This is an optimization exercise on Yosys and OpenROAD, whose aim is small area, a short achievable clock period and few clock cycles per item, not a production implementation.
RTL that was checked went through simulation tests only; none was proved equivalent to the original.
Power figures rest on the tool's default switching activity, not on a simulated workload.

## alpha
==> flow/design.v (excerpt) <==
module sorted_priority_queue_unit (
    input  logic               i_clk,
    input  logic               i_rst_n,
    input  logic               i_in_valid,
    output logic               o_in_stall,
    input  logic               i_req_type,
    input  logic signed [31:0] i_value,
    output logic               o_out_valid,
    input  logic               i_out_stall,
    output logic [1:0]         o_status,
    output logic signed [31:0] o_removed_value,
    output logic signed [31:0] o_head_value,
    output logic               o_head_valid,
    output logic [4:0]         o_entry_count,
    output logic               o_is_full,
    output logic               o_is_empty
);
Size: about 3300 cells after synthesis, roughly 39000 um^2 of cells after synthesis.
==> flow/config.mk <==
export PLATFORM = sky130hd
export DESIGN_NAME = sorted_priority_queue_unit
export DESIGN_NICKNAME = sorted_priority_queue_unit
export VERILOG_FILES = /design/flow/design.v
export SDC_FILE = /design/flow/constraint.sdc
export NUM_CORES = 4
export LEC_CHECK = 0
export ABC_CLOCK_PERIOD_IN_PS = 2000
export CAP_MARGIN = 20
export CORE_MARGIN = 2
export CORE_UTILIZATION = 40
export CTS_BUF_LIST = sky130_fd_sc_hd__clkbuf_4 sky130_fd_sc_hd__clkbuf_8
export SETUP_SLACK_MARGIN = 2.5
export SLEW_MARGIN = 20
export SYNTH_HIERARCHICAL = 1
==> flow/constraint.sdc <==
create_clock -name core_clock -period 5.0 [get_ports {i_clk}]
set_input_delay 1.0000 -clock core_clock [delete_from_list [all_inputs] [get_ports {i_clk}]]
set_output_delay 1.0000 -clock core_clock [all_outputs]
set_load 0.01 [all_outputs]
run.sh (not shown) runs the stock make flow with config.mk's settings and CLKGATE_MAP_FILE= SYNTH_SCRIPT=/design/flow/synth_recipe.tcl, a recipe that flattens the netlist after the stock synthesis.
Edits applied to the flow inputs when going from alpha to beta:
--- a/flow/config.mk
+++ b/flow/config.mk
@@ -10,5 +10,4 @@
 export CORE_MARGIN = 2
 export CORE_UTILIZATION = 40
-export CTS_BUF_LIST = sky130_fd_sc_hd__clkbuf_4 sky130_fd_sc_hd__clkbuf_8
 export SETUP_SLACK_MARGIN = 2.5
 export SLEW_MARGIN = 20
Notes after the runs:
Number of buffer and inverter instances along the worst setup path | beta above alpha
Depth of the most critical reg-to-reg path: beta vs alpha up 1
Power spent charging and discharging nets in beta is about 3.4% above alpha.
No functional check of the RTL was part of any run of this note.

* * *

## the previous run
Another version of the RTL of sorted_priority_queue_unit (not shown whole).
Size: ~3,100 cells after synthesis, roughly 720 flip-flops, about 110 I/O pins.
==> flow/config.mk <==
export PLATFORM = sky130hd
export DESIGN_NAME = sorted_priority_queue_unit
export DESIGN_NICKNAME = sorted_priority_queue_unit
export VERILOG_FILES = /design/flow/design.v
export SDC_FILE = /design/flow/constraint.sdc
export NUM_CORES = 4
export LEC_CHECK = 0
export ABC_CLOCK_PERIOD_IN_PS = 2000
export CAP_MARGIN = 20
export CORE_MARGIN = 2
export CORE_UTILIZATION = 40
export SETUP_SLACK_MARGIN = 2.7
export SLEW_MARGIN = 20
export SYNTH_HIERARCHICAL = 1
==> flow/constraint.sdc <==
create_clock -name core_clock -period 5.0 [get_ports {i_clk}]
set_input_delay 1.0000 -clock core_clock [delete_from_list [all_inputs] [get_ports {i_clk}]]
set_output_delay 1.0000 -clock core_clock [all_outputs]
set_load 0.01 [all_outputs]
What the current run does differently from the previous run at the input level:
# the previous run
export LEC_CHECK = 0
export ABC_CLOCK_PERIOD_IN_PS = 2000
export CAP_MARGIN = 20
export CORE_MARGIN = 2
export CORE_UTILIZATION = 40
export SETUP_SLACK_MARGIN = 2.7
export SLEW_MARGIN = 20
export SYNTH_HIERARCHICAL = 1
create_clock -name core_clock -period 5.0 [get_ports {i_clk}]
# the current run
export LEC_CHECK = 0
export ABC_CLOCK_PERIOD_IN_PS = 2000
export CAP_MARGIN = 20
export CORE_MARGIN = 2
export CORE_UTILIZATION = 40
export CTS_CLUSTER_DIAMETER = 80
export CTS_CLUSTER_SIZE = 20
export SETUP_SLACK_MARGIN = 2.7
export SLEW_MARGIN = 20
export SYNTH_HIERARCHICAL = 1
create_clock -name core_clock -period 5.0 [get_ports {i_clk}]
--- outcome ---
The final reports for the current run and the previous run show area growth from synthesis to layout lower in the former.
Between the previous run and the current run, the difference in area of all sequential standard cells is negligible.
The current run: wire length is 600 um lower than what the previous run reported.
Diff the previous run -> the current run | met1 track utilization from global routing | decrease of 0.33 points
Density: the current run sparser than the previous run
The previous run reports its slowest stage cell on the critical path as nor2_2 while the current run reports edfxtp_1.
No functional check of the RTL was part of any run of this note.

* * *

## oak
Another version of the RTL of sorted_priority_queue_unit (not shown whole).
For scale: roughly 3100 cells after synthesis, about 110 I/O pins.
==> flow/design.v (excerpt) <==
module sorted_priority_queue_unit (
    input  logic               i_clk,
    input  logic               i_rst_n,
    input  logic               i_in_valid,
    output logic               o_in_stall,
    input  logic               i_req_type,
    input  logic signed [31:0] i_value,
    output logic               o_out_valid,
    input  logic               i_out_stall,
    output logic [1:0]         o_status,
    output logic signed [31:0] o_removed_value,
    output logic signed [31:0] o_head_value,
    output logic               o_head_valid,
    output logic [4:0]         o_entry_count,
    output logic               o_is_full,
    output logic               o_is_empty
);
    logic a_load, a_from_b, b_load, s2_load, s2_valid, commit;
    spq_ctrl u_ctrl (
        .i_clk       (i_clk),
        .i_rst_n     (i_rst_n),
        .i_in_valid  (i_in_valid),
        .o_in_stall  (o_in_stall),
        .i_out_stall (i_out_stall),
        .o_out_valid (o_out_valid),
        .o_a_load    (a_load),
        .o_a_from_b  (a_from_b),
        .o_b_load    (b_load),
        .o_s2_load   (s2_load),
        .o_s2_valid  (s2_valid),
        .o_commit    (commit)
    );
    spq_datapath u_datapath (
        .i_clk           (i_clk),
        .i_rst_n         (i_rst_n),
        .i_req_type      (i_req_type),
        .i_value         (i_value),
        .i_a_load        (a_load),
        .i_a_from_b      (a_from_b),
        .i_b_load        (b_load),
        .i_s2_load       (s2_load),
        .i_s2_valid      (s2_valid),
        .i_commit        (commit),
        .o_status        (o_status),
        .o_removed_value (o_removed_value),
        .o_head_value    (o_head_value),
        .o_head_valid    (o_head_valid),
        .o_entry_count   (o_entry_count),
        .o_is_full       (o_is_full),
        .o_is_empty      (o_is_empty)
    );
endmodule
Settings: LEC_CHECK=0, ABC_CLOCK_PERIOD_IN_PS=2000, CAP_MARGIN=20, CORE_MARGIN=2, CORE_UTILIZATION=40, CTS_CLUSTER_DIAMETER=80, CTS_CLUSTER_SIZE=20, SETUP_SLACK_MARGIN=2.6, SLEW_MARGIN=20, SYNTH_HIERARCHICAL=1; clock period 5.0 ns.
oak ended with every stage complete and zero timing, DRC or antenna violations.
Testbench counts of oak, summed over its fixed seeds: cycles 16,024, items 16,000.
The inputs of pine differ from those of oak as listed below.
- CTS_CLUSTER_DIAMETER removed (was 80)
- CTS_CLUSTER_SIZE removed (was 20)
- SETUP_SLACK_MARGIN changed from 2.6 to 2.9
Results
- Summary of pine over oak: clock network fraction of design power saw an increase; share of power burned in combinational logic saw little to no change; global-route usage saw an increase; cell area after placement saw little to no change.
- Summary of pine over oak: worst hold slack after final layout saw an increase; shortest period the worst path allows saw little to no change; worst-case setup margin in the final layout saw little to no change; final-layout clock buffer total saw an increase.
- When pine is set beside oak, its total net switching power turns out to be 0.00053 W larger.
Relative to pine, the following input files were edited for birch:
- setting CTS_CLUSTER_DIAMETER to 90 for the first time
- setting CTS_CLUSTER_SIZE to 25 for the first time
- changing SETUP_SLACK_MARGIN from 2.9 to 2.7
## What came out
- The fraction of power consumed by combinational cells was comparable across pine and birch.
- Against pine, birch comes in about 16% lower on combinational power.
- Minimum clock period: pine and birch compared, higher one is pine
## Diff of input files: maple against birch
- a change of CTS_CLUSTER_SIZE from 25 to 20
- a change of CTS_CLUSTER_DIAMETER from 90 to 80
==> comparison <==
Final cell area: maple above birch
Per the comparison of maple with birch, relative slew slack went up; number of signal-net buffers in the layout rose by 25; clock-buffer cell count went up 15.
Taking birch as the reference point, the worst setup margin of maple rises by 55 ps.
Inputs modified between maple and cedar:
- removing CTS_CLUSTER_SIZE (formerly 20)
- changing SETUP_SLACK_MARGIN from 2.7 to 2.3
- removing CTS_CLUSTER_DIAMETER (formerly 80)
## What came out
Delta (cedar minus maple): cell depth of the worst setup path dropped 1; maximum clock skew at final layout decreased 9.6 ps; wire length after detailed routing saw an increase. maple and cedar ended up with roughly the same number of I/O port buffers. Going from maple to cedar, maximum single-stage delay on the critical path increased by 300 ps relative to the old numbers, via count went up by about 1.6%.

* * *

sorted_priority_queue_unit again, from the RTL that the note above started with.
Design sorted_priority_queue_unit, start of the top module:
module sorted_priority_queue_unit (
    input  logic               i_clk,
    input  logic               i_rst_n,
    input  logic               i_in_valid,
    output logic               o_in_stall,
    input  logic               i_req_type,
    input  logic signed [31:0] i_value,
    output logic               o_out_valid,
    input  logic               i_out_stall,
    output logic [1:0]         o_status,
    output logic signed [31:0] o_removed_value,
    output logic signed [31:0] o_head_value,
    output logic               o_head_valid,
    output logic [4:0]         o_entry_count,
    output logic               o_is_full,
    output logic               o_is_empty
);
    logic a_load, a_from_b, b_load, s2_load, s2_valid, commit;
    spq_ctrl u_ctrl (
        .i_clk       (i_clk),
        .i_rst_n     (i_rst_n),
        .i_in_valid  (i_in_valid),
        .o_in_stall  (o_in_stall),
        .i_out_stall (i_out_stall),
        .o_out_valid (o_out_valid),
        .o_a_load    (a_load),
        .o_a_from_b  (a_from_b),
        .o_b_load    (b_load),
        .o_s2_load   (s2_load),
        .o_s2_valid  (s2_valid),
        .o_commit    (commit)
    );
    spq_datapath u_datapath (
        .i_clk           (i_clk),
        .i_rst_n         (i_rst_n),
        .i_req_type      (i_req_type),
        .i_value         (i_value),
        .i_a_load        (a_load),
        .i_a_from_b      (a_from_b),
  ...
Settings: LEC_CHECK=0, ABC_CLOCK_PERIOD_IN_PS=2000, CAP_MARGIN=20, CORE_MARGIN=2, CORE_UTILIZATION=55, CTS_CLUSTER_DIAMETER=80, CTS_CLUSTER_SIZE=20, SETUP_SLACK_MARGIN=2.7, SLEW_MARGIN=20, SYNTH_HIERARCHICAL=1; clock period 5.0 ns.
The baseline completed without violations.
Testbench counts at the start, summed over its fixed seeds: cycles 16,024, items 16,000.
Change:
- CORE_UTILIZATION: 55 -> 40
- CTS_CLUSTER_DIAMETER: 80 -> not set
- CTS_CLUSTER_SIZE: 20 -> not set
- SETUP_SLACK_MARGIN: 2.7 -> 2.5
Effect: Total power rises by 13%; via count falls by about 4%; setup slack got worse by 0.15 ns; fmax falls by 6.1%.
Change:
- SETUP_SLACK_MARGIN: 2.5 -> 2.7
First-iteration DRC count is higher by 0.92%; combinational power is higher by about 20%; worst setup slack gets better by 0.20 ns.
Change:
- CTS_CLUSTER_DIAMETER: not set -> 100
- CTS_CLUSTER_SIZE: not set -> 30
Combinational power is about the same. Maximum frequency shrinks by 2.3%. Setup slack gets worse by 0.053 ns. Final cell count shrinks by 2.1%.
Change:
==> flow/flow/run.sh (new file) <==
#!/bin/bash
# Own layout flow: the standard layout (standard.sh, unchanged synthesis,
# floorplan, power grid and routing) with two layout choices changed:
#  - the port buffers are sky130_fd_sc_hd__buf_4 instead of the delay cells
#    that buffer_ports picks by default (every port still gets a buffer);
#  - clock tree synthesis runs without dummy loads.
# The make output goes to flow_make.log; each ORFS step keeps its own log
# under orfs/logs/.
set -euo pipefail
cd "$(dirname "$0")/.."
export BUFFER_PORTS_ARGS="-buffer_cell sky130_fd_sc_hd__buf_4"
export CTS_ARGS="-sink_clustering_enable -repair_clock_nets -dont_use_dummy_load"
bash standard.sh > flow_make.log 2>&1
==> flow/standard.sh (new file) <==
#!/bin/bash
# synth_recipe.tcl (not shown) runs the flow's synth.tcl, then flattens the netlist and writes it again
# the make line also repeats each setting of config.mk as NAME=value (left out here)
make -C /OpenROAD-flow-scripts/flow DESIGN_CONFIG=/design/flow/config.mk WORK_HOME=/design/flow/orfs CLKGATE_MAP_FILE= SYNTH_SCRIPT=/design/flow/synth_recipe.tcl "${@:-finish}"
- CTS_CLUSTER_DIAMETER: 100 -> not set
- CTS_CLUSTER_SIZE: 30 -> not set
removed: flow/run.sh
=> The new run ran to the end with no violations. Via count grows by 2.3%. Register-to-register slack loses 0.05 ns. Final area grows by 1.4%. Clock power grows by about 35%. Power grows by about 12%. Critical path depth grows by 2. Non-clock buffer count grows by 3. Global-route usage grows by 0.74 points. Sequential share of layout area shrinks by 0.85 points. Sequential power grows by about 0.6%.

## afterwards: timing with drivers on the ports
The flow's constraints put no driver on any port. The routed layouts listed below were extracted and timed again, unchanged, in two steps.
Step 1: set_driving_cell puts a clkbuf_16 on i_clk and a buf_2 on each other input, an assumption about the parent block.
Step 2 adds t to the input delays and takes it off the output delays; t is the mean of the earliest and latest rising clock arrival at the registers after step 1. Input paths then give back, and output paths get back, about the clock's delay inside the block.
Three values: no drivers, after step 1, after step 2; two values: the first two.
run | t, ns | setup WS [ns] | worst slew at a driven data input, ns
alpha | 0.899 | 2.028 / 2.028 / 1.682 | 0.05
beta | 0.750 | 2.102 / 2.102 / 2.102 | 0.05
the previous run | 0.705 | 2.709 / 2.656 / 2.187 | 0.06
the current run | 0.716 | 2.687 / 2.667 / 2.178 | 0.06
oak | 0.683 | 2.610 / 2.596 / 2.038 | 0.06
pine | 0.701 | 2.612 / 2.612 / 2.289 | 0.06
birch | 0.679 | 2.659 / 2.648 / 2.116 | 0.05
maple | 0.708 | 2.714 / 2.659 / 2.081 | 0.06
cedar | 0.704 | 2.261 / 2.261 / 1.626 | 0.08
the first run of note 4 | 0.689 | 2.665 / 2.653 / 2.158 | 0.05
the second run of note 4 | 0.708 | 2.514 / 2.514 / 1.923 | 0.07
the third run of note 4 | 0.702 | 2.711 / 2.662 / 2.065 | 0.05
the fourth run of note 4 | 0.668 | 2.658 / 2.654 / 2.136 | 0.05
the fifth run of note 4 | 0.694 | 2.606 / 2.606 / 2.207 | 0.06
After both steps every run listed still meets setup and hold. The setup slack of the third run of note 4, which loses most, moves by -0.049 ns with the drivers and by -0.646 ns with both steps.
